What follows belongs to an exercise in optimizing a design on an open flow for small area; a production flow would make more cautious choices. Only simulation tests tie the RTL to the original design; equivalence was not proved. Power is estimated from default activity; no workload was simulated.

File: run.sh
#!/bin/bash
# synth_recipe.tcl (not shown) runs the flow's synth.tcl, then flattens the netlist and writes it again
# the make line also repeats each setting of config.mk as NAME=value (left out here)
make -C /OpenROAD-flow-scripts/flow DESIGN_CONFIG=/design/flow/config.mk WORK_HOME=/design/flow/orfs CLKGATE_MAP_FILE= SYNTH_SCRIPT=/design/flow/synth_recipe.tcl finish
File: config.mk
export PLATFORM = sky130hd
export DESIGN_NAME = rv_core
export DESIGN_NICKNAME = rv_core
export VERILOG_FILES = /design/flow/design.v
export SDC_FILE = /design/flow/constraint.sdc
export NUM_CORES = 4
export LEC_CHECK = 0
export CAP_MARGIN = 20
export CORE_MARGIN = 2
export CORE_UTILIZATION = 60
export CTS_BUF_LIST = sky130_fd_sc_hd__clkbuf_8
export GPL_TIMING_DRIVEN = 1
export PLACE_DENSITY = 0.72
export SETUP_SLACK_MARGIN = 0.3
export SLEW_MARGIN = 20
export SYNTH_HIERARCHICAL = 1
File: constraint.sdc
create_clock -name core_clock -period 4.0 [get_ports {ctrl_clk}]
set_input_delay 0.8000 -clock core_clock [delete_from_list [all_inputs] [get_ports {ctrl_clk}]]
set_output_delay 0.8000 -clock core_clock [all_outputs]
set_load 0.01 [all_outputs]
File: design.v
`default_nettype none
package rv_pkg;
    typedef logic [32-1:0] word_t;
    typedef logic [$clog2(32)-1:0] reg_idx_t;
    typedef enum logic [6:0] {
        OPC_OP     = 7'b0110011,
        OPC_OP_IMM = 7'b0010011,
        OPC_LUI    = 7'b0110111,
        OPC_AUIPC  = 7'b0010111
    } opcode_t;
    typedef enum logic [2:0] {
        ALU_ADD  = 3'b000,  
        ALU_SLL  = 3'b001,
        ALU_SLT  = 3'b010,
        ALU_SLTU = 3'b011,
        ALU_XOR  = 3'b100,
        ALU_SRX  = 3'b101,  
        ALU_OR   = 3'b110,
        ALU_AND  = 3'b111
    } alu_func_t;
endpackage
`default_nettype wire
`timescale 1ns/10ps
`default_nettype none
module fetch_stage (
    input  logic        ctrl_clk,
    input  logic        ctrl_reset,
    input  logic        icache_rdy,
    input  logic [31:0] icache_data,
    output logic [31:0] icache_addr,
    output logic [31:7] s1_inst,
    output logic        s1_wr,        
    output logic [1:0]  s1_kind,      
    output logic        s1_acc        
);
    logic [29:0] pc_q;
    logic        acc;
    logic        legal;
    assign icache_addr = {pc_q, 2'b00};
    assign acc = icache_rdy && !ctrl_reset;
    assign legal = (icache_data[6] == 1'b0) && (icache_data[4:3] == 2'b10) &&
                   (icache_data[1:0] == 2'b11);
    always_ff @(posedge ctrl_clk) begin
        if (ctrl_reset) begin
            pc_q <= '0;
        end else begin
            pc_q <= pc_q + {29'd0, icache_rdy};
        end
    end
    always_ff @(posedge ctrl_clk) begin
        s1_inst <= icache_data[31:7];
        s1_kind <= {icache_data[2], !icache_data[5]};
        s1_wr   <= acc && legal && (icache_data[11:7] != 5'd0);
        s1_acc  <= acc;
    end
endmodule
`default_nettype wire
`timescale 1ns/10ps
`default_nettype none
module rf_aoi222 (
    input  logic a1, b1, a2, b2, a3, b3,
    output logic y
);
    assign y = !((a1 && b1) || (a2 && b2) || (a3 && b3));
endmodule
module rf_nand2 (
    input  logic a, b,
    output logic y
);
    assign y = !(a && b);
endmodule
module rf_nand3 (
    input  logic a, b, c,
    output logic y
);
    assign y = !(a && b && c);
endmodule
module rf_nor2 (
    input  logic a, b,
    output logic y
);
    assign y = !(a || b);
endmodule
module rf_read_bit0 (
    input  logic [31:1] sel,
    input  logic [31:1] d,
    output logic        q
);
    logic [11:1] y;
    logic [4:1]  g;
    logic [2:1]  h;
    for (genvar k = 0; k < 10; k++) begin : g_t
        rf_aoi222 i_t (.a1(sel[3*k+1]), .b1(d[3*k+1]), .a2(sel[3*k+2]), .b2(d[3*k+2]),
                       .a3(sel[3*k+3]), .b3(d[3*k+3]), .y(y[k+1]));
    end
    rf_nand2 i_t31 (.a(sel[31]), .b(d[31]), .y(y[11]));
    rf_nand3 i_g1 (.a(y[1]), .b(y[2]), .c(y[3]), .y(g[1]));
    rf_nand3 i_g2 (.a(y[4]), .b(y[5]), .c(y[6]), .y(g[2]));
    rf_nand3 i_g3 (.a(y[7]), .b(y[8]), .c(y[9]), .y(g[3]));
    rf_nand2 i_g4 (.a(y[10]), .b(y[11]), .y(g[4]));
    rf_nor2  i_h1 (.a(g[1]), .b(g[2]), .y(h[1]));
    rf_nor2  i_h2 (.a(g[3]), .b(g[4]), .y(h[2]));
    rf_nand2 i_o  (.a(h[1]), .b(h[2]), .y(q));
endmodule
module rf_read_bit1 (
    input  logic [31:1] sel,
    input  logic [31:1] d,
    input  logic        xs,
    input  logic        xd,
    output logic        q
);
    logic [12:1] y;
    logic [4:1]  g;
    logic [2:1]  h;
    for (genvar k = 0; k < 10; k++) begin : g_t
        rf_aoi222 i_t (.a1(sel[3*k+1]), .b1(d[3*k+1]), .a2(sel[3*k+2]), .b2(d[3*k+2]),
                       .a3(sel[3*k+3]), .b3(d[3*k+3]), .y(y[k+1]));
    end
    rf_nand2 i_t31 (.a(sel[31]), .b(d[31]), .y(y[11]));
    rf_nand2 i_tx  (.a(xs), .b(xd), .y(y[12]));
    rf_nand3 i_g1 (.a(y[1]), .b(y[2]), .c(y[3]), .y(g[1]));
    rf_nand3 i_g2 (.a(y[4]), .b(y[5]), .c(y[6]), .y(g[2]));
    rf_nand3 i_g3 (.a(y[7]), .b(y[8]), .c(y[9]), .y(g[3]));
    rf_nand3 i_g4 (.a(y[10]), .b(y[11]), .c(y[12]), .y(g[4]));
    rf_nor2  i_h1 (.a(g[1]), .b(g[2]), .y(h[1]));
    rf_nor2  i_h2 (.a(g[3]), .b(g[4]), .y(h[2]));
    rf_nand2 i_o  (.a(h[1]), .b(h[2]), .y(q));
endmodule
module rf_read_bit2 (
    input  logic [31:1] sel,
    input  logic [31:1] d,
    input  logic        xs1,
    input  logic        xd1,
    input  logic        xs2,
    input  logic        xd2,
    output logic        q
);
    logic [11:1] y;
    logic [4:1]  g;
    logic [2:1]  h;
    for (genvar k = 0; k < 10; k++) begin : g_t
        rf_aoi222 i_t (.a1(sel[3*k+1]), .b1(d[3*k+1]), .a2(sel[3*k+2]), .b2(d[3*k+2]),
                       .a3(sel[3*k+3]), .b3(d[3*k+3]), .y(y[k+1]));
    end
    rf_aoi222 i_t31 (.a1(sel[31]), .b1(d[31]), .a2(xs1), .b2(xd1), .a3(xs2), .b3(xd2),
                     .y(y[11]));
    rf_nand3 i_g1 (.a(y[1]), .b(y[2]), .c(y[3]), .y(g[1]));
    rf_nand3 i_g2 (.a(y[4]), .b(y[5]), .c(y[6]), .y(g[2]));
    rf_nand3 i_g3 (.a(y[7]), .b(y[8]), .c(y[9]), .y(g[3]));
    rf_nand2 i_g4 (.a(y[10]), .b(y[11]), .y(g[4]));
    rf_nor2  i_h1 (.a(g[1]), .b(g[2]), .y(h[1]));
    rf_nor2  i_h2 (.a(g[3]), .b(g[4]), .y(h[2]));
    rf_nand2 i_o  (.a(h[1]), .b(h[2]), .y(q));
endmodule
module register_file (
    input  logic        ctrl_clk,
    input  logic [31:1] sel1,       
    input  logic [31:1] sel2,
    input  logic        a_xs,       
    input  logic [31:0] a_xd,
    input  logic        b_xs1,
    input  logic [31:0] b_xd1,
    input  logic        b_xs2,
    input  logic [31:0] b_xd2,
    output logic [31:0] rs1,        
    output logic [31:0] rs2,
    input  logic        wb_en,
    input  logic [4:0]  wb_addr,
    input  logic [31:0] wb_data
);
    logic [31:0] regs [1:31];
    logic [31:1] wsel;
    always_comb begin
        for (int i = 1; i < 32; i++) begin
            wsel[i] = wb_en  && (wb_addr  == 5'(i));
        end
    end
    for (genvar j = 0; j < 32; j++) begin : g_rd
        logic [31:1] col;
        for (genvar i = 1; i < 32; i++) begin : g_col
            assign col[i] = regs[i][j];
        end
        if (j >= 2) begin : g_x
            rf_read_bit1 i_rd1 (.sel(sel1), .d(col), .xs(a_xs), .xd(a_xd[j]), .q(rs1[j]));
            rf_read_bit2 i_rd2 (.sel(sel2), .d(col), .xs1(b_xs1), .xd1(b_xd1[j]),
                                .xs2(b_xs2), .xd2(b_xd2[j]), .q(rs2[j]));
        end else begin : g_nx
            rf_read_bit0 i_rd1 (.sel(sel1), .d(col), .q(rs1[j]));
            rf_read_bit1 i_rd2 (.sel(sel2), .d(col), .xs(b_xs1), .xd(b_xd1[j]), .q(rs2[j]));
        end
    end
    always_ff @(posedge ctrl_clk) begin
        for (int i = 1; i < 32; i++) begin
            if (wsel[i]) begin
                regs[i] <= wb_data;
            end
        end
    end
endmodule
`default_nettype wire
`timescale 1ns/10ps
`default_nettype none
module decode_stage (
    input  logic        ctrl_clk,
    input  logic        ctrl_reset,
    input  logic [31:7] s1_inst,
    input  logic        s1_wr,
    input  logic [1:0]  s1_kind,
    output logic [31:7] s2_inst,
    output logic        s2_wr,
    output logic [1:0]  s2_kind,
    output logic [31:1] sel1,
    output logic [31:1] sel2
);
    logic rd1;
    logic rd2;
    assign rd1 = !s1_kind[1];
    assign rd2 = !s1_kind[1] && !s1_kind[0];
    always_ff @(posedge ctrl_clk) begin
        s2_inst[31:12] <= s1_inst[31:12] - {19'd0, s1_kind == 2'b11};
        s2_inst[11:7]  <= s1_inst[11:7];
        s2_kind <= s1_kind;
        s2_wr   <= s1_wr && !ctrl_reset;
        for (int i = 1; i < 32; i++) begin
            sel1[i] <= rd1 && (s1_inst[19:15] == 5'(i));
            sel2[i] <= rd2 && (s1_inst[24:20] == 5'(i));
        end
    end
endmodule
`default_nettype wire
`timescale 1ns/10ps
`default_nettype none
module alu_nor2 (
    input  logic a, b,
    output logic y
);
    assign y = !(a || b);
endmodule
module alu_and2 (
    input  logic a, b,
    output logic y
);
    assign y = a && b;
endmodule
module alu_pg (
    input  logic [31:0] a,
    input  logic [31:0] b,
    output logic [31:0] p,
    output logic [31:0] g
);
    for (genvar i = 0; i < 32; i++) begin : g_b
        alu_xor  i_p (.a(a[i]), .b(b[i]), .y(p[i]));
        alu_and2 i_g (.a(a[i]), .b(b[i]), .y(g[i]));
    end
endmodule
module alu_n_pp (
    input  logic gh, ph, gl, pl,
    output logic g, p
);
    assign g = !(gh || (ph && gl));
    assign p = !(ph && pl);
endmodule
module alu_n_nn (
    input  logic gh, ph, gl, pl,
    output logic g, p
);
    assign g = !(gh && (ph || gl));
    assign p = !(ph || pl);
endmodule
module alu_inv (
    input  logic a,
    output logic y
);
    assign y = !a;
endmodule
module alu_xor (
    input  logic a, b,
    output logic y
);
    assign y = a ^ b;
endmodule
module alu_xnor (
    input  logic a, b,
    output logic y
);
    assign y = !(a ^ b);
endmodule
module alu_carry (
    input  logic [31:0] p,
    input  logic [31:0] g,
    input  logic        cin,
    output logic [31:0] sum,
    output logic        cout
);
    logic g0c_n;
    logic g0c_n_i;
    logic G0_1;
    logic G0_3;
    logic P0_3;
    logic G0_5;
    logic P0_5;
    logic G0_7;
    logic P0_7;
    logic G0_9;
    logic P0_9;
    logic G0_11;
    logic P0_11;
    logic G0_13;
    logic P0_13;
    logic G0_15;
    logic P0_15;
    logic G0_17;
    logic P0_17;
    logic G0_19;
    logic P0_19;
    logic G0_21;
    logic P0_21;
    logic G0_23;
    logic P0_23;
    logic G0_25;
    logic P0_25;
    logic G0_27;
    logic P0_27;
    logic G0_29;
    logic P0_29;
    logic G0_31;
    logic P0_31;
    logic G0_1_i;
    logic G1_2;
    logic G1_3;
    logic G0_5_i;
    logic P0_5_i;
    logic G1_6;
    logic P1_6;
    logic G1_7;
    logic P1_7;
    logic G0_9_i;
    logic P0_9_i;
    logic G1_10;
    logic P1_10;
    logic G1_11;
    logic P1_11;
    logic G0_13_i;
    logic P0_13_i;
    logic G1_14;
    logic P1_14;
    logic G1_15;
    logic P1_15;
    logic G0_17_i;
    logic P0_17_i;
    logic G1_18;
    logic P1_18;
    logic G1_19;
    logic P1_19;
    logic G0_21_i;
    logic P0_21_i;
    logic G1_22;
    logic P1_22;
    logic G1_23;
    logic P1_23;
    logic G0_25_i;
    logic P0_25_i;
    logic G1_26;
    logic P1_26;
    logic G1_27;
    logic P1_27;
    logic G0_29_i;
    logic P0_29_i;
    logic G1_30;
    logic P1_30;
    logic G1_31;
    logic P1_31;
    logic G2_4;
    logic G1_3_i;
    logic G2_5;
    logic G2_6;
    logic G2_7;
    logic G2_12;
    logic P2_12;
    logic G1_11_i;
    logic P1_11_i;
    logic G2_13;
    logic P2_13;
    logic G2_14;
    logic P2_14;
    logic G2_15;
    logic P2_15;
    logic G2_20;
    logic P2_20;
    logic G1_19_i;
    logic P1_19_i;
    logic G2_21;
    logic P2_21;
    logic G2_22;
    logic P2_22;
    logic G2_23;
    logic P2_23;
    logic G2_28;
    logic P2_28;
    logic G1_27_i;
    logic P1_27_i;
    logic G2_29;
    logic P2_29;
    logic G2_30;
    logic P2_30;
    logic G2_31;
    logic P2_31;
    logic G2_7_i;
    logic G3_8;
    logic G3_9;
    logic G3_10;
    logic G3_11;
    logic G3_12;
    logic G3_13;
    logic G3_14;
    logic G3_15;
    logic G2_23_i;
    logic P2_23_i;
    logic G3_24;
    logic P3_24;
    logic G3_25;
    logic P3_25;
    logic G3_26;
    logic P3_26;
    logic G3_27;
    logic P3_27;
    logic G3_28;
    logic P3_28;
    logic G3_29;
    logic P3_29;
    logic G3_30;
    logic P3_30;
    logic G3_31;
    logic P3_31;
    logic G4_16;
    logic G3_15_i;
    logic G4_17;
    logic G4_18;
    logic G4_19;
    logic G4_20;
    logic G4_21;
    logic G4_22;
    logic G4_23;
    logic G4_24;
    logic G4_25;
    logic G4_26;
    logic G4_27;
    logic G4_28;
    logic G4_29;
    logic G4_30;
    logic G4_31;
    alu_n_pp i_c0 (.gh(g[0]), .ph(p[0]), .gl(cin), .pl(1'b1), .g(g0c_n), .p());
    alu_inv i_g0c_n_i (.a(g0c_n), .y(g0c_n_i));
    alu_n_pp i_G0_1 (.gh(g[1]), .ph(p[1]), .gl(g0c_n_i), .pl(1'b1), .g(G0_1), .p());
    alu_n_pp i_G0_3 (.gh(g[3]), .ph(p[3]), .gl(g[2]), .pl(p[2]), .g(G0_3), .p(P0_3));
    alu_n_pp i_G0_5 (.gh(g[5]), .ph(p[5]), .gl(g[4]), .pl(p[4]), .g(G0_5), .p(P0_5));
    alu_n_pp i_G0_7 (.gh(g[7]), .ph(p[7]), .gl(g[6]), .pl(p[6]), .g(G0_7), .p(P0_7));
    alu_n_pp i_G0_9 (.gh(g[9]), .ph(p[9]), .gl(g[8]), .pl(p[8]), .g(G0_9), .p(P0_9));
    alu_n_pp i_G0_11 (.gh(g[11]), .ph(p[11]), .gl(g[10]), .pl(p[10]), .g(G0_11), .p(P0_11));
    alu_n_pp i_G0_13 (.gh(g[13]), .ph(p[13]), .gl(g[12]), .pl(p[12]), .g(G0_13), .p(P0_13));
    alu_n_pp i_G0_15 (.gh(g[15]), .ph(p[15]), .gl(g[14]), .pl(p[14]), .g(G0_15), .p(P0_15));
    alu_n_pp i_G0_17 (.gh(g[17]), .ph(p[17]), .gl(g[16]), .pl(p[16]), .g(G0_17), .p(P0_17));
    alu_n_pp i_G0_19 (.gh(g[19]), .ph(p[19]), .gl(g[18]), .pl(p[18]), .g(G0_19), .p(P0_19));
    alu_n_pp i_G0_21 (.gh(g[21]), .ph(p[21]), .gl(g[20]), .pl(p[20]), .g(G0_21), .p(P0_21));
    alu_n_pp i_G0_23 (.gh(g[23]), .ph(p[23]), .gl(g[22]), .pl(p[22]), .g(G0_23), .p(P0_23));
    alu_n_pp i_G0_25 (.gh(g[25]), .ph(p[25]), .gl(g[24]), .pl(p[24]), .g(G0_25), .p(P0_25));
    alu_n_pp i_G0_27 (.gh(g[27]), .ph(p[27]), .gl(g[26]), .pl(p[26]), .g(G0_27), .p(P0_27));
    alu_n_pp i_G0_29 (.gh(g[29]), .ph(p[29]), .gl(g[28]), .pl(p[28]), .g(G0_29), .p(P0_29));
    alu_n_pp i_G0_31 (.gh(g[31]), .ph(p[31]), .gl(g[30]), .pl(p[30]), .g(G0_31), .p(P0_31));
    alu_inv i_G0_1_i (.a(G0_1), .y(G0_1_i));
    alu_n_pp i_G1_2 (.gh(g[2]), .ph(p[2]), .gl(G0_1_i), .pl(1'b1), .g(G1_2), .p());
    alu_n_nn i_G1_3 (.gh(G0_3), .ph(P0_3), .gl(G0_1), .pl(1'b0), .g(G1_3), .p());
    alu_inv i_G0_5_i (.a(G0_5), .y(G0_5_i));
    alu_inv i_P0_5_i (.a(P0_5), .y(P0_5_i));
    alu_n_pp i_G1_6 (.gh(g[6]), .ph(p[6]), .gl(G0_5_i), .pl(P0_5_i), .g(G1_6), .p(P1_6));
    alu_n_nn i_G1_7 (.gh(G0_7), .ph(P0_7), .gl(G0_5), .pl(P0_5), .g(G1_7), .p(P1_7));
    alu_inv i_G0_9_i (.a(G0_9), .y(G0_9_i));
    alu_inv i_P0_9_i (.a(P0_9), .y(P0_9_i));
    alu_n_pp i_G1_10 (.gh(g[10]), .ph(p[10]), .gl(G0_9_i), .pl(P0_9_i), .g(G1_10), .p(P1_10));
    alu_n_nn i_G1_11 (.gh(G0_11), .ph(P0_11), .gl(G0_9), .pl(P0_9), .g(G1_11), .p(P1_11));
    alu_inv i_G0_13_i (.a(G0_13), .y(G0_13_i));
    alu_inv i_P0_13_i (.a(P0_13), .y(P0_13_i));
    alu_n_pp i_G1_14 (.gh(g[14]), .ph(p[14]), .gl(G0_13_i), .pl(P0_13_i), .g(G1_14), .p(P1_14));
    alu_n_nn i_G1_15 (.gh(G0_15), .ph(P0_15), .gl(G0_13), .pl(P0_13), .g(G1_15), .p(P1_15));
    alu_inv i_G0_17_i (.a(G0_17), .y(G0_17_i));
    alu_inv i_P0_17_i (.a(P0_17), .y(P0_17_i));
    alu_n_pp i_G1_18 (.gh(g[18]), .ph(p[18]), .gl(G0_17_i), .pl(P0_17_i), .g(G1_18), .p(P1_18));
    alu_n_nn i_G1_19 (.gh(G0_19), .ph(P0_19), .gl(G0_17), .pl(P0_17), .g(G1_19), .p(P1_19));
    alu_inv i_G0_21_i (.a(G0_21), .y(G0_21_i));
    alu_inv i_P0_21_i (.a(P0_21), .y(P0_21_i));
    alu_n_pp i_G1_22 (.gh(g[22]), .ph(p[22]), .gl(G0_21_i), .pl(P0_21_i), .g(G1_22), .p(P1_22));
    alu_n_nn i_G1_23 (.gh(G0_23), .ph(P0_23), .gl(G0_21), .pl(P0_21), .g(G1_23), .p(P1_23));
    alu_inv i_G0_25_i (.a(G0_25), .y(G0_25_i));
    alu_inv i_P0_25_i (.a(P0_25), .y(P0_25_i));
    alu_n_pp i_G1_26 (.gh(g[26]), .ph(p[26]), .gl(G0_25_i), .pl(P0_25_i), .g(G1_26), .p(P1_26));
    alu_n_nn i_G1_27 (.gh(G0_27), .ph(P0_27), .gl(G0_25), .pl(P0_25), .g(G1_27), .p(P1_27));
    alu_inv i_G0_29_i (.a(G0_29), .y(G0_29_i));
    alu_inv i_P0_29_i (.a(P0_29), .y(P0_29_i));
    alu_n_pp i_G1_30 (.gh(g[30]), .ph(p[30]), .gl(G0_29_i), .pl(P0_29_i), .g(G1_30), .p(P1_30));
    alu_n_nn i_G1_31 (.gh(G0_31), .ph(P0_31), .gl(G0_29), .pl(P0_29), .g(G1_31), .p(P1_31));
    alu_n_pp i_G2_4 (.gh(g[4]), .ph(p[4]), .gl(G1_3), .pl(1'b1), .g(G2_4), .p());
    alu_inv i_G1_3_i (.a(G1_3), .y(G1_3_i));
    alu_n_nn i_G2_5 (.gh(G0_5), .ph(P0_5), .gl(G1_3_i), .pl(1'b0), .g(G2_5), .p());
    alu_n_nn i_G2_6 (.gh(G1_6), .ph(P1_6), .gl(G1_3_i), .pl(1'b0), .g(G2_6), .p());
    alu_n_pp i_G2_7 (.gh(G1_7), .ph(P1_7), .gl(G1_3), .pl(1'b1), .g(G2_7), .p());
    alu_n_pp i_G2_12 (.gh(g[12]), .ph(p[12]), .gl(G1_11), .pl(P1_11), .g(G2_12), .p(P2_12));
    alu_inv i_G1_11_i (.a(G1_11), .y(G1_11_i));
    alu_inv i_P1_11_i (.a(P1_11), .y(P1_11_i));
    alu_n_nn i_G2_13 (.gh(G0_13), .ph(P0_13), .gl(G1_11_i), .pl(P1_11_i), .g(G2_13), .p(P2_13));
    alu_n_nn i_G2_14 (.gh(G1_14), .ph(P1_14), .gl(G1_11_i), .pl(P1_11_i), .g(G2_14), .p(P2_14));
    alu_n_pp i_G2_15 (.gh(G1_15), .ph(P1_15), .gl(G1_11), .pl(P1_11), .g(G2_15), .p(P2_15));
    alu_n_pp i_G2_20 (.gh(g[20]), .ph(p[20]), .gl(G1_19), .pl(P1_19), .g(G2_20), .p(P2_20));
    alu_inv i_G1_19_i (.a(G1_19), .y(G1_19_i));
    alu_inv i_P1_19_i (.a(P1_19), .y(P1_19_i));
    alu_n_nn i_G2_21 (.gh(G0_21), .ph(P0_21), .gl(G1_19_i), .pl(P1_19_i), .g(G2_21), .p(P2_21));
    alu_n_nn i_G2_22 (.gh(G1_22), .ph(P1_22), .gl(G1_19_i), .pl(P1_19_i), .g(G2_22), .p(P2_22));
    alu_n_pp i_G2_23 (.gh(G1_23), .ph(P1_23), .gl(G1_19), .pl(P1_19), .g(G2_23), .p(P2_23));
    alu_n_pp i_G2_28 (.gh(g[28]), .ph(p[28]), .gl(G1_27), .pl(P1_27), .g(G2_28), .p(P2_28));
    alu_inv i_G1_27_i (.a(G1_27), .y(G1_27_i));
    alu_inv i_P1_27_i (.a(P1_27), .y(P1_27_i));
    alu_n_nn i_G2_29 (.gh(G0_29), .ph(P0_29), .gl(G1_27_i), .pl(P1_27_i), .g(G2_29), .p(P2_29));
    alu_n_nn i_G2_30 (.gh(G1_30), .ph(P1_30), .gl(G1_27_i), .pl(P1_27_i), .g(G2_30), .p(P2_30));
    alu_n_pp i_G2_31 (.gh(G1_31), .ph(P1_31), .gl(G1_27), .pl(P1_27), .g(G2_31), .p(P2_31));
    alu_inv i_G2_7_i (.a(G2_7), .y(G2_7_i));
    alu_n_pp i_G3_8 (.gh(g[8]), .ph(p[8]), .gl(G2_7_i), .pl(1'b1), .g(G3_8), .p());
    alu_n_nn i_G3_9 (.gh(G0_9), .ph(P0_9), .gl(G2_7), .pl(1'b0), .g(G3_9), .p());
    alu_n_nn i_G3_10 (.gh(G1_10), .ph(P1_10), .gl(G2_7), .pl(1'b0), .g(G3_10), .p());
    alu_n_pp i_G3_11 (.gh(G1_11), .ph(P1_11), .gl(G2_7_i), .pl(1'b1), .g(G3_11), .p());
    alu_n_nn i_G3_12 (.gh(G2_12), .ph(P2_12), .gl(G2_7), .pl(1'b0), .g(G3_12), .p());
    alu_n_pp i_G3_13 (.gh(G2_13), .ph(P2_13), .gl(G2_7_i), .pl(1'b1), .g(G3_13), .p());
    alu_n_pp i_G3_14 (.gh(G2_14), .ph(P2_14), .gl(G2_7_i), .pl(1'b1), .g(G3_14), .p());
    alu_n_nn i_G3_15 (.gh(G2_15), .ph(P2_15), .gl(G2_7), .pl(1'b0), .g(G3_15), .p());
    alu_inv i_G2_23_i (.a(G2_23), .y(G2_23_i));
    alu_inv i_P2_23_i (.a(P2_23), .y(P2_23_i));
    alu_n_pp i_G3_24 (.gh(g[24]), .ph(p[24]), .gl(G2_23_i), .pl(P2_23_i), .g(G3_24), .p(P3_24));
    alu_n_nn i_G3_25 (.gh(G0_25), .ph(P0_25), .gl(G2_23), .pl(P2_23), .g(G3_25), .p(P3_25));
    alu_n_nn i_G3_26 (.gh(G1_26), .ph(P1_26), .gl(G2_23), .pl(P2_23), .g(G3_26), .p(P3_26));
    alu_n_pp i_G3_27 (.gh(G1_27), .ph(P1_27), .gl(G2_23_i), .pl(P2_23_i), .g(G3_27), .p(P3_27));
    alu_n_nn i_G3_28 (.gh(G2_28), .ph(P2_28), .gl(G2_23), .pl(P2_23), .g(G3_28), .p(P3_28));
    alu_n_pp i_G3_29 (.gh(G2_29), .ph(P2_29), .gl(G2_23_i), .pl(P2_23_i), .g(G3_29), .p(P3_29));
    alu_n_pp i_G3_30 (.gh(G2_30), .ph(P2_30), .gl(G2_23_i), .pl(P2_23_i), .g(G3_30), .p(P3_30));
    alu_n_nn i_G3_31 (.gh(G2_31), .ph(P2_31), .gl(G2_23), .pl(P2_23), .g(G3_31), .p(P3_31));
    alu_n_pp i_G4_16 (.gh(g[16]), .ph(p[16]), .gl(G3_15), .pl(1'b1), .g(G4_16), .p());
    alu_inv i_G3_15_i (.a(G3_15), .y(G3_15_i));
    alu_n_nn i_G4_17 (.gh(G0_17), .ph(P0_17), .gl(G3_15_i), .pl(1'b0), .g(G4_17), .p());
    alu_n_nn i_G4_18 (.gh(G1_18), .ph(P1_18), .gl(G3_15_i), .pl(1'b0), .g(G4_18), .p());
    alu_n_pp i_G4_19 (.gh(G1_19), .ph(P1_19), .gl(G3_15), .pl(1'b1), .g(G4_19), .p());
    alu_n_nn i_G4_20 (.gh(G2_20), .ph(P2_20), .gl(G3_15_i), .pl(1'b0), .g(G4_20), .p());
    alu_n_pp i_G4_21 (.gh(G2_21), .ph(P2_21), .gl(G3_15), .pl(1'b1), .g(G4_21), .p());
    alu_n_pp i_G4_22 (.gh(G2_22), .ph(P2_22), .gl(G3_15), .pl(1'b1), .g(G4_22), .p());
    alu_n_nn i_G4_23 (.gh(G2_23), .ph(P2_23), .gl(G3_15_i), .pl(1'b0), .g(G4_23), .p());
    alu_n_nn i_G4_24 (.gh(G3_24), .ph(P3_24), .gl(G3_15_i), .pl(1'b0), .g(G4_24), .p());
    alu_n_pp i_G4_25 (.gh(G3_25), .ph(P3_25), .gl(G3_15), .pl(1'b1), .g(G4_25), .p());
    alu_n_pp i_G4_26 (.gh(G3_26), .ph(P3_26), .gl(G3_15), .pl(1'b1), .g(G4_26), .p());
    alu_n_nn i_G4_27 (.gh(G3_27), .ph(P3_27), .gl(G3_15_i), .pl(1'b0), .g(G4_27), .p());
    alu_n_pp i_G4_28 (.gh(G3_28), .ph(P3_28), .gl(G3_15), .pl(1'b1), .g(G4_28), .p());
    alu_n_nn i_G4_29 (.gh(G3_29), .ph(P3_29), .gl(G3_15_i), .pl(1'b0), .g(G4_29), .p());
    alu_n_nn i_G4_30 (.gh(G3_30), .ph(P3_30), .gl(G3_15_i), .pl(1'b0), .g(G4_30), .p());
    alu_n_pp i_G4_31 (.gh(G3_31), .ph(P3_31), .gl(G3_15), .pl(1'b1), .g(G4_31), .p());
    alu_xor i_s0 (.a(p[0]), .b(cin), .y(sum[0]));
    alu_xnor i_s1 (.a(p[1]), .b(g0c_n), .y(sum[1]));
    alu_xnor i_s2 (.a(p[2]), .b(G0_1), .y(sum[2]));
    alu_xnor i_s3 (.a(p[3]), .b(G1_2), .y(sum[3]));
    alu_xor i_s4 (.a(p[4]), .b(G1_3), .y(sum[4]));
    alu_xnor i_s5 (.a(p[5]), .b(G2_4), .y(sum[5]));
    alu_xor i_s6 (.a(p[6]), .b(G2_5), .y(sum[6]));
    alu_xor i_s7 (.a(p[7]), .b(G2_6), .y(sum[7]));
    alu_xnor i_s8 (.a(p[8]), .b(G2_7), .y(sum[8]));
    alu_xnor i_s9 (.a(p[9]), .b(G3_8), .y(sum[9]));
    alu_xor i_s10 (.a(p[10]), .b(G3_9), .y(sum[10]));
    alu_xor i_s11 (.a(p[11]), .b(G3_10), .y(sum[11]));
    alu_xnor i_s12 (.a(p[12]), .b(G3_11), .y(sum[12]));
    alu_xor i_s13 (.a(p[13]), .b(G3_12), .y(sum[13]));
    alu_xnor i_s14 (.a(p[14]), .b(G3_13), .y(sum[14]));
    alu_xnor i_s15 (.a(p[15]), .b(G3_14), .y(sum[15]));
    alu_xor i_s16 (.a(p[16]), .b(G3_15), .y(sum[16]));
    alu_xnor i_s17 (.a(p[17]), .b(G4_16), .y(sum[17]));
    alu_xor i_s18 (.a(p[18]), .b(G4_17), .y(sum[18]));
    alu_xor i_s19 (.a(p[19]), .b(G4_18), .y(sum[19]));
    alu_xnor i_s20 (.a(p[20]), .b(G4_19), .y(sum[20]));
    alu_xor i_s21 (.a(p[21]), .b(G4_20), .y(sum[21]));
    alu_xnor i_s22 (.a(p[22]), .b(G4_21), .y(sum[22]));
    alu_xnor i_s23 (.a(p[23]), .b(G4_22), .y(sum[23]));
    alu_xor i_s24 (.a(p[24]), .b(G4_23), .y(sum[24]));
    alu_xor i_s25 (.a(p[25]), .b(G4_24), .y(sum[25]));
    alu_xnor i_s26 (.a(p[26]), .b(G4_25), .y(sum[26]));
    alu_xnor i_s27 (.a(p[27]), .b(G4_26), .y(sum[27]));
    alu_xor i_s28 (.a(p[28]), .b(G4_27), .y(sum[28]));
    alu_xnor i_s29 (.a(p[29]), .b(G4_28), .y(sum[29]));
    alu_xor i_s30 (.a(p[30]), .b(G4_29), .y(sum[30]));
    alu_xor i_s31 (.a(p[31]), .b(G4_30), .y(sum[31]));
    alu_inv i_cout (.a(G4_31), .y(cout));
endmodule
module alu_mux (
    input  logic a0,
    input  logic a1,
    input  logic s,
    output logic y
);
    assign y = s ? a1 : a0;
endmodule
module alu_and4 (
    input  logic a, b, c, d,
    output logic y
);
    assign y = a && b && c && d;
endmodule
module alu_muxi (
    input  logic a0,
    input  logic a1,
    input  logic s,
    output logic y
);
    assign y = !(s ? a1 : a0);
endmodule
module alu_aoi22 (
    input  logic a1, b1, a2, b2,
    output logic y
);
    assign y = !((a1 && b1) || (a2 && b2));
endmodule
module alu_nand2 (
    input  logic a, b,
    output logic y
);
    assign y = !(a && b);
endmodule
module alu_nand4 (
    input  logic a, b, c, d,
    output logic y
);
    assign y = !(a && b && c && d);
endmodule
module alu_res_bit (
    input  logic sum,
    input  logic sr0,
    input  logic sr1,
    input  logic sl0,
    input  logic sl1,
    input  logic p,
    input  logic g,
    input  logic sel_sum,
    input  logic sel_sr0,
    input  logic sel_sr1,
    input  logic sel_sl0,
    input  logic sel_sl1,
    input  logic sel_p,
    input  logic sel_g,
    output logic y
);
    logic n_sum;
    logic n_sr;
    logic n_sl;
    logic n_pg;
    alu_nand2  i_s  (.a(sel_sum), .b(sum), .y(n_sum));
    alu_aoi22  i_r  (.a1(sel_sr0), .b1(sr0), .a2(sel_sr1), .b2(sr1), .y(n_sr));
    alu_aoi22  i_l  (.a1(sel_sl0), .b1(sl0), .a2(sel_sl1), .b2(sl1), .y(n_sl));
    alu_aoi22  i_pg (.a1(sel_p), .b1(p), .a2(sel_g), .b2(g), .y(n_pg));
    alu_nand4  i_o  (.a(n_sum), .b(n_sr), .c(n_sl), .d(n_pg), .y(y));
endmodule
module alu_res_bit0 (
    input  logic sum,
    input  logic sr0,
    input  logic sr1,
    input  logic sl0,
    input  logic sl1,
    input  logic p,
    input  logic g,
    input  logic sel_sum,
    input  logic sel_sr0,
    input  logic sel_sr1,
    input  logic sel_sl0,
    input  logic sel_sl1,
    input  logic sel_p,
    input  logic sel_g,
    input  logic lt_n0,        
    input  logic lt_n1,        
    input  logic cout,
    output logic y
);
    logic n_sum;
    logic n_sr;
    logic n_sl;
    logic n_pg;
    logic r_and;
    logic n_lt;
    alu_nand2  i_s  (.a(sel_sum), .b(sum), .y(n_sum));
    alu_aoi22  i_r  (.a1(sel_sr0), .b1(sr0), .a2(sel_sr1), .b2(sr1), .y(n_sr));
    alu_aoi22  i_l  (.a1(sel_sl0), .b1(sl0), .a2(sel_sl1), .b2(sl1), .y(n_sl));
    alu_aoi22  i_pg (.a1(sel_p), .b1(p), .a2(sel_g), .b2(g), .y(n_pg));
    alu_and4   i_a  (.a(n_sum), .b(n_sr), .c(n_sl), .d(n_pg), .y(r_and));
    alu_mux    i_c  (.a0(lt_n0), .a1(lt_n1), .s(cout), .y(n_lt));
    alu_nand2  i_o  (.a(r_and), .b(n_lt), .y(y));
endmodule
module execute_stage (
    input  logic        ctrl_clk,
    input  logic        ctrl_reset,
    input  logic [31:7] s2_inst,
    input  logic        s2_wr,
    input  logic [1:0]  s2_kind,
    input  logic        s1_acc,
    input  logic [29:0] pc_word,
    input  logic [31:0] rs1,
    input  logic [31:0] rs2,
    output logic        a_xs,
    output logic [31:0] a_xd,
    output logic        b_xs1,
    output logic [31:0] b_xd1,
    output logic        b_xs2,
    output logic [31:0] b_xd2,
    output logic        wb_en,
    output logic [4:0]  wb_addr,
    output logic [31:0] wb_data
);
    logic        is_u;
    logic        is_imm;
    logic        is_auipc;
    logic [2:0]  f3;
    logic        alt;
    logic [19:0] imm_hi;
    logic [31:0] a;
    logic [31:0] b;
    logic [31:0] an;
    logic        sel_lt;
    logic        sel_ltu;
    logic        lt_n0;
    logic        lt_n1;
    logic        sub;
    logic [31:0] sum;
    logic        cout;
    logic [31:0] p;
    logic [31:0] g;
    logic        fill;
    logic [31:0] sh [0:6];
    logic        fill_n;
    logic [31:0] sr0;
    logic [31:0] sr1;
    logic [31:0] sl0;
    logic [31:0] sl1;
    logic        sel_sr0;
    logic        sel_sr1;
    logic        sel_sl0;
    logic        sel_sl1;
    logic [31:0] res;
    logic        sel_sum;
    logic        sel_sr;
    logic        sel_sl;
    logic        sel_p;
    logic        sel_g;
    assign is_u     = s2_kind[1];
    assign is_imm   = !s2_kind[1] && s2_kind[0];
    assign is_auipc = s2_kind[1] && s2_kind[0];
    assign f3  = s2_inst[14:12];
    assign alt = s2_inst[30];
    assign imm_hi = s2_inst[31:12];
    assign a_xs  = is_u;
    assign a_xd  = {imm_hi, {9{is_auipc}}, is_auipc && !s1_acc, 2'b00};
    assign b_xs1 = is_imm;
    assign b_xd1 = {{20{s2_inst[31]}}, s2_inst[31:20]};
    assign b_xs2 = is_auipc;
    assign b_xd2 = {pc_word, 2'b00};
    assign a = rs1;
    assign b = rs2;
    for (genvar i = 0; i < 32; i++) begin : g_an
        alu_inv i_an (.a(a[i]), .y(an[i]));
    end
    assign sub = !is_u && (((f3 == 3'b000) && alt && !s2_kind[0]) || (f3[2:1] == 2'b01));
    alu_pg i_pg (
        .a (a),
        .b (b ^ {32{sub}}),
        .p (p),
        .g (g)
    );
    alu_carry i_carry (
        .p    (p),
        .g    (g),
        .cin  (sub),
        .sum  (sum),
        .cout (cout)
    );
    assign sel_lt  = !is_u && (f3 == 3'b010);
    assign sel_ltu = !is_u && (f3 == 3'b011);
    assign lt_n0   = !((sel_lt && p[31]) || sel_ltu);
    assign lt_n1   = !(sel_lt && !p[31]);
    assign fill   = f3[2] && alt && a[31];
    assign fill_n = !fill;
    for (genvar i = 0; i < 32; i++) begin : g_rev
        alu_muxi i_m (.a0(an[31-i]), .a1(an[i]), .s(f3[2]), .y(sh[0][i]));
    end
    for (genvar k = 0; k < 4; k++) begin : g_stage
        for (genvar i = 0; i < 32; i++) begin : g_bit
            if (i + (1 << k) < 32) begin : g_in
                alu_muxi i_m (.a0(sh[k][i]), .a1(sh[k][i + (1 << k)]), .s(b[k]),
                              .y(sh[k+1][i]));
            end else begin : g_fill
                alu_muxi i_m (.a0(sh[k][i]), .a1((k % 2 == 0) ? fill : fill_n), .s(b[k]),
                              .y(sh[k+1][i]));
            end
        end
    end
    for (genvar i = 0; i < 32; i++) begin : g_sh16
        assign sr0[i] = sh[4][i];
        assign sr1[i] = (i < 16) ? sh[4][i + 16] : fill;
        assign sl0[i] = sh[4][31 - i];
        assign sl1[i] = (i >= 16) ? sh[4][47 - i] : 1'b0;
    end
    assign sel_sum = is_u || (f3 == 3'b000);
    assign sel_sl  = !is_u && (f3 == 3'b001);
    assign sel_sr  = !is_u && (f3 == 3'b101);
    assign sel_p   = !is_u && ((f3 == 3'b100) || (f3 == 3'b110));
    assign sel_sr0 = sel_sr && !b[4];
    assign sel_sr1 = sel_sr && b[4];
    assign sel_sl0 = sel_sl && !b[4];
    assign sel_sl1 = sel_sl && b[4];
    assign sel_g   = !is_u && ((f3 == 3'b111) || (f3 == 3'b110));
    for (genvar i = 0; i < 32; i++) begin : g_res
        if (i == 0) begin : g_b0
            alu_res_bit0 i_r (.sum(sum[i]), .sr0(sr0[i]), .sr1(sr1[i]), .sl0(sl0[i]),
                              .sl1(sl1[i]), .p(p[i]), .g(g[i]), .sel_sum(sel_sum),
                              .sel_sr0(sel_sr0), .sel_sr1(sel_sr1), .sel_sl0(sel_sl0),
                              .sel_sl1(sel_sl1), .sel_p(sel_p), .sel_g(sel_g),
                              .lt_n0(lt_n0), .lt_n1(lt_n1), .cout(cout), .y(res[0]));
        end else begin : g_bn
            alu_res_bit i_r (.sum(sum[i]), .sr0(sr0[i]), .sr1(sr1[i]), .sl0(sl0[i]),
                             .sl1(sl1[i]), .p(p[i]), .g(g[i]), .sel_sum(sel_sum),
                             .sel_sr0(sel_sr0), .sel_sr1(sel_sr1), .sel_sl0(sel_sl0),
                             .sel_sl1(sel_sl1), .sel_p(sel_p), .sel_g(sel_g), .y(res[i]));
        end
    end
    always_ff @(posedge ctrl_clk) begin
        if (ctrl_reset) begin
            wb_en <= 1'b0;
        end else begin
            wb_en <= s2_wr;
        end
    end
    always_ff @(posedge ctrl_clk) begin
        wb_addr <= s2_inst[11:7];
        wb_data <= res;
    end
endmodule
`default_nettype wire
`timescale 1ns/10ps
`default_nettype none
module rv_core (
    input  logic             ctrl_clk,
    input  logic             ctrl_reset,
    output rv_pkg::word_t    icache_addr,
    input  rv_pkg::word_t    icache_data,
    input  logic             icache_rdy,
    output logic             wb_en,
    output rv_pkg::reg_idx_t wb_addr,
    output rv_pkg::word_t    wb_data
);
    logic [31:7] s1_inst;
    logic        s1_wr;
    logic [1:0]  s1_kind;
    logic        s1_acc;
    logic [31:7] s2_inst;
    logic        s2_wr;
    logic [1:0]  s2_kind;
    logic [31:1] sel1;
    logic [31:1] sel2;
    logic [31:0] rs1;
    logic [31:0] rs2;
    logic        a_xs;
    logic [31:0] a_xd;
    logic        b_xs1;
    logic [31:0] b_xd1;
    logic        b_xs2;
    logic [31:0] b_xd2;
    fetch_stage i_fetch_stage (
        .ctrl_clk    (ctrl_clk),
        .ctrl_reset  (ctrl_reset),
        .icache_rdy  (icache_rdy),
        .icache_data (icache_data),
        .icache_addr (icache_addr),
        .s1_inst     (s1_inst),
        .s1_wr       (s1_wr),
        .s1_kind     (s1_kind),
        .s1_acc      (s1_acc)
    );
    decode_stage i_decode_stage (
        .ctrl_clk   (ctrl_clk),
        .ctrl_reset (ctrl_reset),
        .s1_inst    (s1_inst),
        .s1_wr      (s1_wr),
        .s1_kind    (s1_kind),
        .s2_inst    (s2_inst),
        .s2_wr      (s2_wr),
        .s2_kind    (s2_kind),
        .sel1       (sel1),
        .sel2       (sel2)
    );
    register_file i_register_file (
        .ctrl_clk (ctrl_clk),
        .sel1     (sel1),
        .sel2     (sel2),
        .a_xs     (a_xs),
        .a_xd     (a_xd),
        .b_xs1    (b_xs1),
        .b_xd1    (b_xd1),
        .b_xs2    (b_xs2),
        .b_xd2    (b_xd2),
        .rs1      (rs1),
        .rs2      (rs2),
        .wb_en    (wb_en),
        .wb_addr  (wb_addr),
        .wb_data  (wb_data)
    );
    execute_stage i_execute_stage (
        .ctrl_clk   (ctrl_clk),
        .ctrl_reset (ctrl_reset),
        .s2_inst    (s2_inst),
        .s2_wr      (s2_wr),
        .s2_kind    (s2_kind),
        .s1_acc     (s1_acc),
        .pc_word    (icache_addr[31:2]),
        .rs1        (rs1),
        .rs2        (rs2),
        .a_xs       (a_xs),
        .a_xd       (a_xd),
        .b_xs1      (b_xs1),
        .b_xd1      (b_xd1),
        .b_xs2      (b_xs2),
        .b_xd2      (b_xd2),
        .wb_en      (wb_en),
        .wb_addr    (wb_addr),
        .wb_data    (wb_data)
    );
endmodule
`default_nettype wire
==> results.sh, run 1 <==
export IMPL_areaGrowthSynthToFinish_pct=18.6
export IMPL_grt_use_total=0.434
export IMPL_die_h_um=295
export IMPL_tns_ns=0
export IMPL_grt_pass1_vias=39300
export IMPL_max_slew_margin=0.201
export IMPL_dp_cells=4924
export IMPL_finalHoldViolations=0
export IMPL_io_pins=105
export IMPL_p_per_area_mw_per_mm2=499
export IMPL_instances_no_fill=5300
export IMPL_layout_common_cells="992 x edfxtp_1, 670 x a222oi_1, 367 x buf_4, 248 x nand2_1, 237 x nand3_1"
export IMPL_power_uw=30000
export IMPL_cp_depth=14
export IMPL_fmaxAchievable_mhz=264
export IMPL_gp_congestion=1.03
export IMPL_path_buf_inv=3
export IMPL_finalClockSkew_ns=0.0407
export IMPL_outcome="no timing/DRC/antenna violations"
export IMPL_fp_coreArea_mm2=0.0836
export IMPL_min_path_cells=0
export IMPL_antenna_found_initial=13
export IMPL_endpoint_kind="register"
export IMPL_cp_max_fo=32
export IMPL_hold_path_startpoint="i_decode_stage.s2_inst[7]$_DFF_P_"
export IMPL_final_common_cell="edfxtp_1"
export IMPL_reg2reg_from="i_decode_stage.sel1[1]$_DFF_P_"
export IMPL_clk_latency_ns=0.89
export IMPL_hold_class="reg2reg"
export IMPL_route_detailed_drc=0
export IMPL_cts_sinks=1179
export IMPL_yosys_warnings=12
export IMPL_cp_top_family="simple AND/OR/NAND/NOR gates"
export IMPL_dieArea_mm2=0.0867
export IMPL_cpMaxStageDelayCell="a222oi_1"
export IMPL_cp_start_kind="register"
export IMPL_period_needed_ns=3.79
export IMPL_dr_pass1_iters=15
export IMPL_dp_hpwl_um=126000
export IMPL_fin_crit_sh=0.948
export IMPL_fin_nets=4095
export IMPL_place_ws_ns=0.0869
export IMPL_cp_data_required_time_ns=4.69
export IMPL_cts_buffer_depth=3
export IMPL_initial_utilization=0.606
export IMPL_tightest_slew_ns=1.20
export IMPL_cts_htree_levels=4
export IMPL_synth_cells=3471
export IMPL_ant_nets=0
export IMPL_ctsHoldBuffers=0
export IMPL_criticalPathCategory="reg2reg"
export IMPL_register_area_mm2=0.0337
export IMPL_drive_gt1_frac=0.244
export IMPL_vias=41100
export IMPL_fillers=5451
export IMPL_maxSlewViolCount=0
export IMPL_path_cells="buf_12 -> a222oi_1 -> nand3_1 -> nor2_1 -> nand2_1 -> inv_1 -> mux2i_1 -> mux2i_1 -> mux2i_1 -> mux2i_1 -> mux2i_1 -> buf_4 -> a22oi_2 -> nand4_1"
export IMPL_max_stage_delay_ns=0.55
export IMPL_crit_start="i_decode_stage.sel1[1]$_DFF_P_"
export IMPL_grt_pass1_wl_um=269000
export IMPL_first_iter_violations=11200
export IMPL_cts_tree="yes"
export IMPL_grt_overflow=0
export IMPL_setup_ws_ns=0.207
export IMPL_die_w_um=295
export IMPL_cts_root_buf="clkbuf_8"
export IMPL_multi_input_area_mm2=0.0168
export IMPL_leakagePower_uw=0.0210
export IMPL_setup_viol=0
export IMPL_rsz0062_at_grt="true"
export IMPL_port_buffers=102
export IMPL_synth_area_mm2=0.0506
export IMPL_drt_total_wl_um=191000
export IMPL_crit_path_frequent_cell="mux2i_1"
export IMPL_grt_max_degree=39
export IMPL_syn_area_per_cell_um2=14.6
export IMPL_drv_cap=0
export IMPL_peakVddDrop_uv=361
export IMPL_r2r_cells=14
export IMPL_rows=106
export IMPL_clkTransAtPathRegs_ns=0.07
export IMPL_numCtsBuffers=180
export IMPL_routedWlPerCell_um=36.0
export IMPL_arrival_ns=4.48
export IMPL_routed_via_density=7.75
## area by class of cell
| type | count | share of cell area |
|---|---|---|
| Sequential cell | 1179 | 0.561 |
| Clock buffer | 193 | 0.0442 |
| Timing Repair Buffer | 508 | 0.0753 |
| Inverter | 70 | 0.00444 |
| Tap cell | 1080 | 0.0225 |
| Multi-Input combinational cell | 2117 | 0.280 |
| Clock inverter | 143 | 0.0122 |
| Antenna cell | 10 | 0.000417 |
## path summary, 6_finish.rpt
path | endpoint | slack (ns)
worst max-delay path | i_execute_stage.wb_data[1]$_DFF_P_ | 0.21
worst min-delay path | i_execute_stage.wb_addr[0]$_DFF_P_ | 0.33
worst max register to register | i_execute_stage.wb_data[1]$_DFF_P_ | 0.21
worst min register to register | i_execute_stage.wb_addr[0]$_DFF_P_ | 0.33
## power breakdown
group	switching [uW]	internal, uW	leakage, uW	total (uW)
registers	456	14700	0.0106	15100
logic	3630	1750	0.00843	5380
clock network	4800	4680	0.00203	9480
total	8880	21100	0.0210	30000
## flip-flops by register name (all words and copies together) (netlist names)
name	cells
i_decode_stage.s2_kind	2
i_fetch_stage.s1_acc	1
i_execute_stage.wb_data	32
i_fetch_stage.s1_inst	25
i_register_file.regs	992
i_fetch_stage.pc_q	30
i_fetch_stage.s1_kind	2
i_decode_stage.sel1	31
i_execute_stage.wb_addr	5
i_decode_stage.s2_inst	25
i_decode_stage.sel2	31
i_decode_stage.s2_wr	1
i_execute_stage.wb_en	1
i_fetch_stage.s1_wr	1
## through the flow
stage	cell area, um^2	utilization	hold slack, ns
2_1_floorplan	50900	-	0.310
3_3_place_gp	55800	0.668	0.311
3_5_place_dp	55800	0.668	0.313
4_1_cts	59300	0.710	0.319
5_1_grt	60100	0.719	0.327
6_report	60100	0.719	0.327
## routing by layer
layer  share of wire  track usage
met1            0.32        0.546
met5         0.00047            0
met4           0.074        0.255
met2            0.43        0.636
met3            0.18        0.174
## repair_timing
action | in CTS | in global routing
pin swaps | 15 | 96
gates cloned | 0 | 1
endpoints found under the setup margin | 26 | 32
setup buffers | 1 | 28
resized for setup | 26 | 135
==> run 2: changes to the inputs <==
--- a/config.mk
+++ b/config.mk
@@ -7,10 +7,10 @@
 export LEC_CHECK = 0
 export CAP_MARGIN = 20
 export CORE_MARGIN = 2
-export CORE_UTILIZATION = 60
+export CORE_UTILIZATION = 50
 export CTS_BUF_LIST = sky130_fd_sc_hd__clkbuf_8
 export GPL_TIMING_DRIVEN = 1
-export PLACE_DENSITY = 0.72
+export PLACE_DENSITY = 0.65
 export SETUP_SLACK_MARGIN = 0.3
 export SLEW_MARGIN = 20
 export SYNTH_HIERARCHICAL = 1
==> run 2 against run 1 <==
Net effect: maximum frequency is 2.3% lower; count of clock-buffer cells in the layout increased by 16; register-to-register slack got worse by 0.09 ns; first-iteration DRC count is 6.3% lower; synthesized area unchanged; via count fell by 2.2%; largest power group unchanged; synthesized cell count unchanged; final cell count increased by 5.6%; sequential share of layout area down 0.90 points; sequential power about the same.
==> results.sh, run 2 <==
export IMPL_period_needed_ns=3.88
export IMPL_endpoint_kind="register"
export IMPL_grtUsageMet2=0.539
export IMPL_cpMaxStageDelayCell="dfxtp_2"
export IMPL_grtUsageMet1=0.497
export IMPL_cp_top_family="simple AND/OR/NAND/NOR gates"
export IMPL_cp_start_kind="register"
export IMPL_p_sw_frac=0.304
export IMPL_fmaxAchievable_mhz=257
export IMPL_first_iter_violations=10400
export IMPL_clock_power_share=0.328
export IMPL_place_ws_ns=-0.0516
export IMPL_p_seq_frac=0.496
export IMPL_grt_max_degree=35
export IMPL_cts_htree_levels=4
export IMPL_cp_data_required_time_ns=4.80
export IMPL_p_per_area_mw_per_mm2=509
export IMPL_gp_congestion=0.983
export IMPL_drive_gt1_frac=0.262
export IMPL_leakagePower_uw=0.0215
export IMPL_fin_crit_sh=0.971
export IMPL_yosys_warnings=12
export IMPL_die_h_um=322
export IMPL_cts_buffer_depth=3
export IMPL_dieArea_mm2=0.104
export IMPL_routedWlPerCell_um=35.6
export IMPL_hold_class="reg2reg"
export IMPL_rsz0062_at_grt="true"
export IMPL_biggestRegsByFlops="i_register_file.regs: 992 flops, i_execute_stage.wb_data: 32 flops"
export IMPL_vias=40200
export IMPL_grt_pass1_wl_um=273000
export IMPL_final_common_cell="edfxtp_1"
export IMPL_synth_area_mm2=0.0506
export IMPL_ant_nets=0
export IMPL_finalHoldViolations=0
export IMPL_maxSlewViolCount=0
export IMPL_cts_root_buf="clkbuf_8"
export IMPL_io_pins=105
export IMPL_grt_overflow=0
export IMPL_clkTransAtPathRegs_ns=0.07
export IMPL_routed_via_density=7.19
export IMPL_tightest_slew_ns=1.10
export IMPL_dr_pass1_iters=14
export IMPL_syn_area_per_cell_um2=14.6
export IMPL_grt_use_total=0.375
export IMPL_route_detailed_drc=0
export IMPL_p_switching_uw=9430
export IMPL_criticalPathCategory="reg2reg"
export IMPL_max_slew_margin=0.262
export IMPL_peakVddDrop_uv=368
export IMPL_fin_nets=4111
export IMPL_ctsHoldBuffers=0
export IMPL_tns_ns=0
export IMPL_cp_max_fo=14
export IMPL_numCtsBuffers=189
export IMPL_initial_utilization=0.505
export IMPL_fp_coreArea_mm2=0.100
export IMPL_areaGrowthSynthToFinish_pct=20.4
export IMPL_drt_total_wl_um=199000
export IMPL_port_buffers=102
export IMPL_antenna_found_initial=18
export IMPL_max_stage_delay_ns=0.50
export IMPL_dp_hpwl_um=136000
export IMPL_arrival_ns=4.68
export IMPL_path_buf_inv=2
export IMPL_fillers=7811
export IMPL_finalClockSkew_ns=0.0499
export IMPL_cts_tree="yes"
export IMPL_drv_cap=0
export IMPL_grt_busiest_layer="met2"
export IMPL_layout_common_cells="992 x edfxtp_1, 670 x a222oi_1, 378 x buf_4, 247 x nand2_1, 209 x clkbuf_8"
export IMPL_rows=116
export IMPL_power_internal_uw=21600
export IMPL_setup_viol=0
export IMPL_top_register="i_register_file.regs"
export IMPL_cts_sinks=1179
export IMPL_outcome="no timing/DRC/antenna violations"
export IMPL_path_cells="buf_4 -> a222oi_1 -> nand3_1 -> nor2_2 -> nand2_1 -> xnor2_2 -> xor2_1 -> nand2_1 -> nor2_2 -> nand2_2 -> buf_4 -> nor2_1 -> a21oi_2 -> xnor2_1 -> nand2_1 -> nand4_1"
export IMPL_die_w_um=322
export IMPL_use_met3=0.141
export IMPL_synth_cells=3471
export IMPL_grt_pass1_vias=37800
export IMPL_crit_path_frequent_cell="nand2_1"
export IMPL_pwr_share_comb=0.176
export IMPL_setup_ws_ns=0.116
export IMPL_clk_latency_ns=0.89
export IMPL_largest_reg_flops=992
[run 2: final cells by class]
class | count | area [um^2] | share of cell area
Antenna cell | 8 | 20.0 | 0.000328
Clock buffer | 209 | 2880 | 0.0472
Clock inverter | 140 | 825 | 0.0135
Inverter | 70 | 269 | 0.00441
Multi-Input combinational cell | 2117 | 17200 | 0.281
Sequential cell | 1179 | 33600 | 0.552
Tap cell | 1357 | 1700 | 0.0278
Timing Repair Buffer | 515 | 4500 | 0.0738
[run 2: worst paths after layout]
kind                                          to  cells past startpoint  slack, ns                              start
max          i_execute_stage.wb_data[29]$_DFF_P_                     16       0.12    i_decode_stage.sel2[26]$_DFF_P_
min           i_execute_stage.wb_addr[1]$_DFF_P_                      0       0.32  i_decode_stage.s2_inst[8]$_DFF_P_
max reg2reg  i_execute_stage.wb_data[29]$_DFF_P_                     16       0.12    i_decode_stage.sel2[26]$_DFF_P_
min reg2reg   i_execute_stage.wb_addr[1]$_DFF_P_                      0       0.32  i_decode_stage.s2_inst[8]$_DFF_P_
[run 2: per-layer routing]
layer	up-vias	wire length, um
met1	19700	70000
li1	16200	-
met3	602	33700
met4	4	12100
met2	3628	83600
met5	-	29
[run 2: timing repair]
| item | CTS | global route |
|---|---|---|
| endpoints found under the setup margin | 32 | 32 |
| pin swaps | 21 | 103 |
| setup buffers | 3 | 21 |
| gates resized for setup | 63 | 138 |
[run 2: worst register-to-register path, delay by kind of cell (launching register included)]
kind                      cells  cell delay [ns]
xor gates and xnor gates      3             0.59
DFF                           1             0.50
and+or+nand+nor               9             1.76
buffers and inverters         2             0.47
AOI/OAI and AO/OA             2             0.47
[run 2: power by group through the flow]
stage / sequential (uW) / clock, uW / combinational [uW]
6_report: 15400 / 10200 / 5450
5_1_grt: 15400 / 10800 / 5600
4_1_cts: 15300 / 10200 / 5060
3_5_place_dp: 15600 / 0 / 5020
3_3_place_gp: 15600 / 0 / 4970
2_1_floorplan: 15700 / 0 / 1790
[run 2: through the flow]
step                      instance area [um^2]  utilization  hold slack (ns)  total power (uW)  cells
after global routing                     61000        0.608            0.326             31700   5589
after global placement                   56300        0.561            0.310             20600   5214
after CTS                                60200        0.600            0.306             30600   5566
after detailed placement                 56300        0.561            0.312             20600   5214
final                                    61000        0.608            0.324             31000   5595
after floorplan                          50900            -            0.310             17500   3487
==> run 3: changes to the inputs <==
--- a/config.mk
+++ b/config.mk
@@ -7,10 +7,10 @@
 export LEC_CHECK = 0
 export CAP_MARGIN = 20
 export CORE_MARGIN = 2
-export CORE_UTILIZATION = 50
-export CTS_BUF_LIST = sky130_fd_sc_hd__clkbuf_8
+export CORE_UTILIZATION = 55
+export CTS_BUF_LIST = sky130_fd_sc_hd__clkbuf_4
 export GPL_TIMING_DRIVEN = 1
-export PLACE_DENSITY = 0.65
+export PLACE_DENSITY = 0.68
 export SETUP_SLACK_MARGIN = 0.3
 export SLEW_MARGIN = 20
 export SYNTH_HIERARCHICAL = 1
==> run 3 against run 2 <==
Net effect: maximum frequency up 2.6%; power decreased by 0.78%; global-route usage up 3.0 points; critical path depth rose by 1.
==> results.sh, run 3 <==
export IMPL_cp_max_fo=20
export IMPL_grt_overflow=0
export IMPL_io_pins=105
export IMPL_endpoint_kind="register"
export IMPL_max_slew_margin=0.244
export IMPL_grt_use_total=0.404
export IMPL_route_detailed_drc=0
export IMPL_synth_area_mm2=0.0506
export IMPL_dp_hpwl_um=128000
export IMPL_rsz0062_at_grt="true"
export IMPL_finalClockSkew_ns=0.109
export IMPL_routed_via_density=7.36
export IMPL_fillers=6497
export IMPL_cts_tree="yes"
export IMPL_top_register="i_register_file.regs"
export IMPL_cts_htree_levels=5
export IMPL_outcome="no timing/DRC/antenna violations"
export IMPL_ant_nets=0
export IMPL_drt_total_wl_um=199000
export IMPL_fin_hold_ws_ns=0.0886
export IMPL_synth_cells=3471
export IMPL_hold_class="in2reg"
export IMPL_cp_data_required_time_ns=4.98
export IMPL_p_per_area_mw_per_mm2=501
export IMPL_gp_congestion=0.959
export IMPL_routedWlPerCell_um=35.2
export IMPL_fin_crit_sh=0.946
export IMPL_fin_area_mm2=0.0614
export IMPL_clkTransAtPathRegs_ns=0.06
export IMPL_dieArea_mm2=0.0945
export IMPL_tightest_slew_ns=1.13
export IMPL_criticalPathCategory="reg2reg"
export IMPL_fp_coreArea_mm2=0.0915
export IMPL_rows=111
export IMPL_final_common_cell="edfxtp_1"
export IMPL_dp_cells=5037
export IMPL_instances_no_fill=5642
export IMPL_placed_cell_area_mm2=0.0561
export IMPL_fin_nets=4283
export IMPL_numCtsBuffers=311
export IMPL_leakagePower_uw=0.0217
export IMPL_maxSlewViolCount=0
export IMPL_grt_max_degree=39
export IMPL_drv_cap=0
export IMPL_drive_gt1_frac=0.296
export IMPL_setup_viol=0
export IMPL_register_area_mm2=0.0337
export IMPL_arrival_ns=4.77
export IMPL_cts_root_buf="clkbuf_4"
export IMPL_multi_input_area_mm2=0.0170
export IMPL_die_h_um=307
export IMPL_grt_pass1_wl_um=273000
export IMPL_cts_buffer_depth=4
export IMPL_peakVddDrop_uv=330
export IMPL_clk_latency_ns=1.25
export IMPL_biggestRegsByFlops="i_register_file.regs: 992 flops, i_execute_stage.wb_data: 32 flops"
export IMPL_layout_common_cells="992 x edfxtp_1, 670 x a222oi_1, 448 x clkbuf_4, 376 x buf_4, 244 x nand2_1"
export IMPL_tns_ns=0
export IMPL_initial_utilization=0.553
export IMPL_dr_pass1_iters=14
export IMPL_die_w_um=307
export IMPL_areaGrowthSynthToFinish_pct=21.2
export IMPL_antenna_found_initial=11
export IMPL_port_buffers=102
export IMPL_syn_area_per_cell_um2=14.6
export IMPL_first_iter_violations=9603
export IMPL_finalHoldViolations=0
export IMPL_yosys_warnings=12
export IMPL_period_needed_ns=3.79
export IMPL_fmaxAchievable_mhz=264
export IMPL_largest_reg_flops=992
export IMPL_r2r_slack_ns=0.21
export IMPL_vias=41500
export IMPL_cts_sinks=1179
export IMPL_grt_pass1_vias=40500
export IMPL_cp_start_kind="register"
[run 3: what timing repair did]
action / CTS / global route
hold buffers: 10 / 0
endpoints found under the setup margin: 24 / 31
pin swaps: 14 / 145
setup buffers: 9 / 55
gates cloned: 2 / 4
resized for setup: 37 / 167
endpoints found under the hold margin: 10 / 0
[run 3: per-stage QoR]
| stage | setup slack (ns) | total power [uW] | utilization |
|---|---|---|---|
| finish | 0.215 | 30800 | 0.671 |
| global route | 0.216 | 31700 | 0.671 |
| CTS | 0.298 | 30400 | 0.657 |
| detailed placement | 0.115 | 20300 | 0.612 |
| global placement | 0.146 | 20200 | 0.612 |
| floorplan | 0.307 | 17500 | - |
[run 3: critical path, cell delays in order, from the launching register on]
cell and delay [ns]:
dfxtp_1 0.30, buf_4 0.23, a222oi_1 0.51, nand3_2 0.23, nor2_2 0.18, buf_6 0.15
nand2_2 0.08, buf_4 0.16, inv_1 0.08, mux2i_1 0.10, mux2i_1 0.28, mux2i_1 0.16
mux2i_1 0.23, buf_4 0.15, mux2i_1 0.06, buf_4 0.18, a22oi_2 0.27, nand4_1 0.25
[run 3: cell type report]
cell class / count / share of cell area
Antenna cell: 2 / 0.0000815
Clock buffer: 448 / 0.0548
Clock inverter: 75 / 0.00658
Inverter: 70 / 0.00434
Multi-Input combinational cell: 2119 / 0.277
Sequential cell: 1179 / 0.548
Tap cell: 1186 / 0.0242
Timing Repair Buffer: 563 / 0.0848
[run 3: per-layer routing]
metal	vias to the layer above	track usage	share of wire
li1	16700	-	-
met5	-	0	0.00029
met4	10	0.235	0.070
met3	801	0.149	0.17
met1	19900	0.500	0.33
met2	4041	0.611	0.44
[run 3: worst paths after layout]
kind,to,start,cells after the start
setup / recovery,i_execute_stage.wb_data[27]$_DFF_P_,i_decode_stage.sel1[1]$_DFF_P_,17
hold reg to reg,i_execute_stage.wb_addr[2]$_DFF_P_,i_decode_stage.s2_inst[9]$_DFF_P_,0
hold / removal,i_fetch_stage.s1_inst[16]$_DFF_P_,icache_data[16],1
setup reg to reg,i_execute_stage.wb_data[27]$_DFF_P_,i_decode_stage.sel1[1]$_DFF_P_,17
[run 3: report_power, final]
group          internal, uW  total (uW)  switching (uW)
sequential            14700       15100             454
clock                  5380       10300            4900
combinational          1790        5410            3610

what the ideal ports hide:
The flow's constraints put no driver on any port. The routed layouts listed below were extracted and timed again, unchanged, in two steps.
Step 1 sets driving cells, clkbuf_16 on the clock port and buf_2 on the other inputs (assumed; they add their load-dependent delay and slew).
Step 2 also shifts input and output timing later by t, the mid clock arrival at the registers, as if the neighbouring blocks saw the same clock.
Three values: no drivers, after step 1, after step 2; two values: the first two.
run	t, ns	setup slack, ns	worst setup path after step 2	worst register clock-pin slew, ns	pins driven straight from the clock port
run 1	0.932	0.207 / 0.207 / 0.207	register to register	0.07 / 0.07	1
run 2	0.940	0.116 / 0.116 / 0.116	register to register	0.07 / 0.07	1
run 3	1.253	0.215 / 0.215 / 0.215	register to register	0.08 / 0.08	1
After both steps every run listed still meets setup and hold.
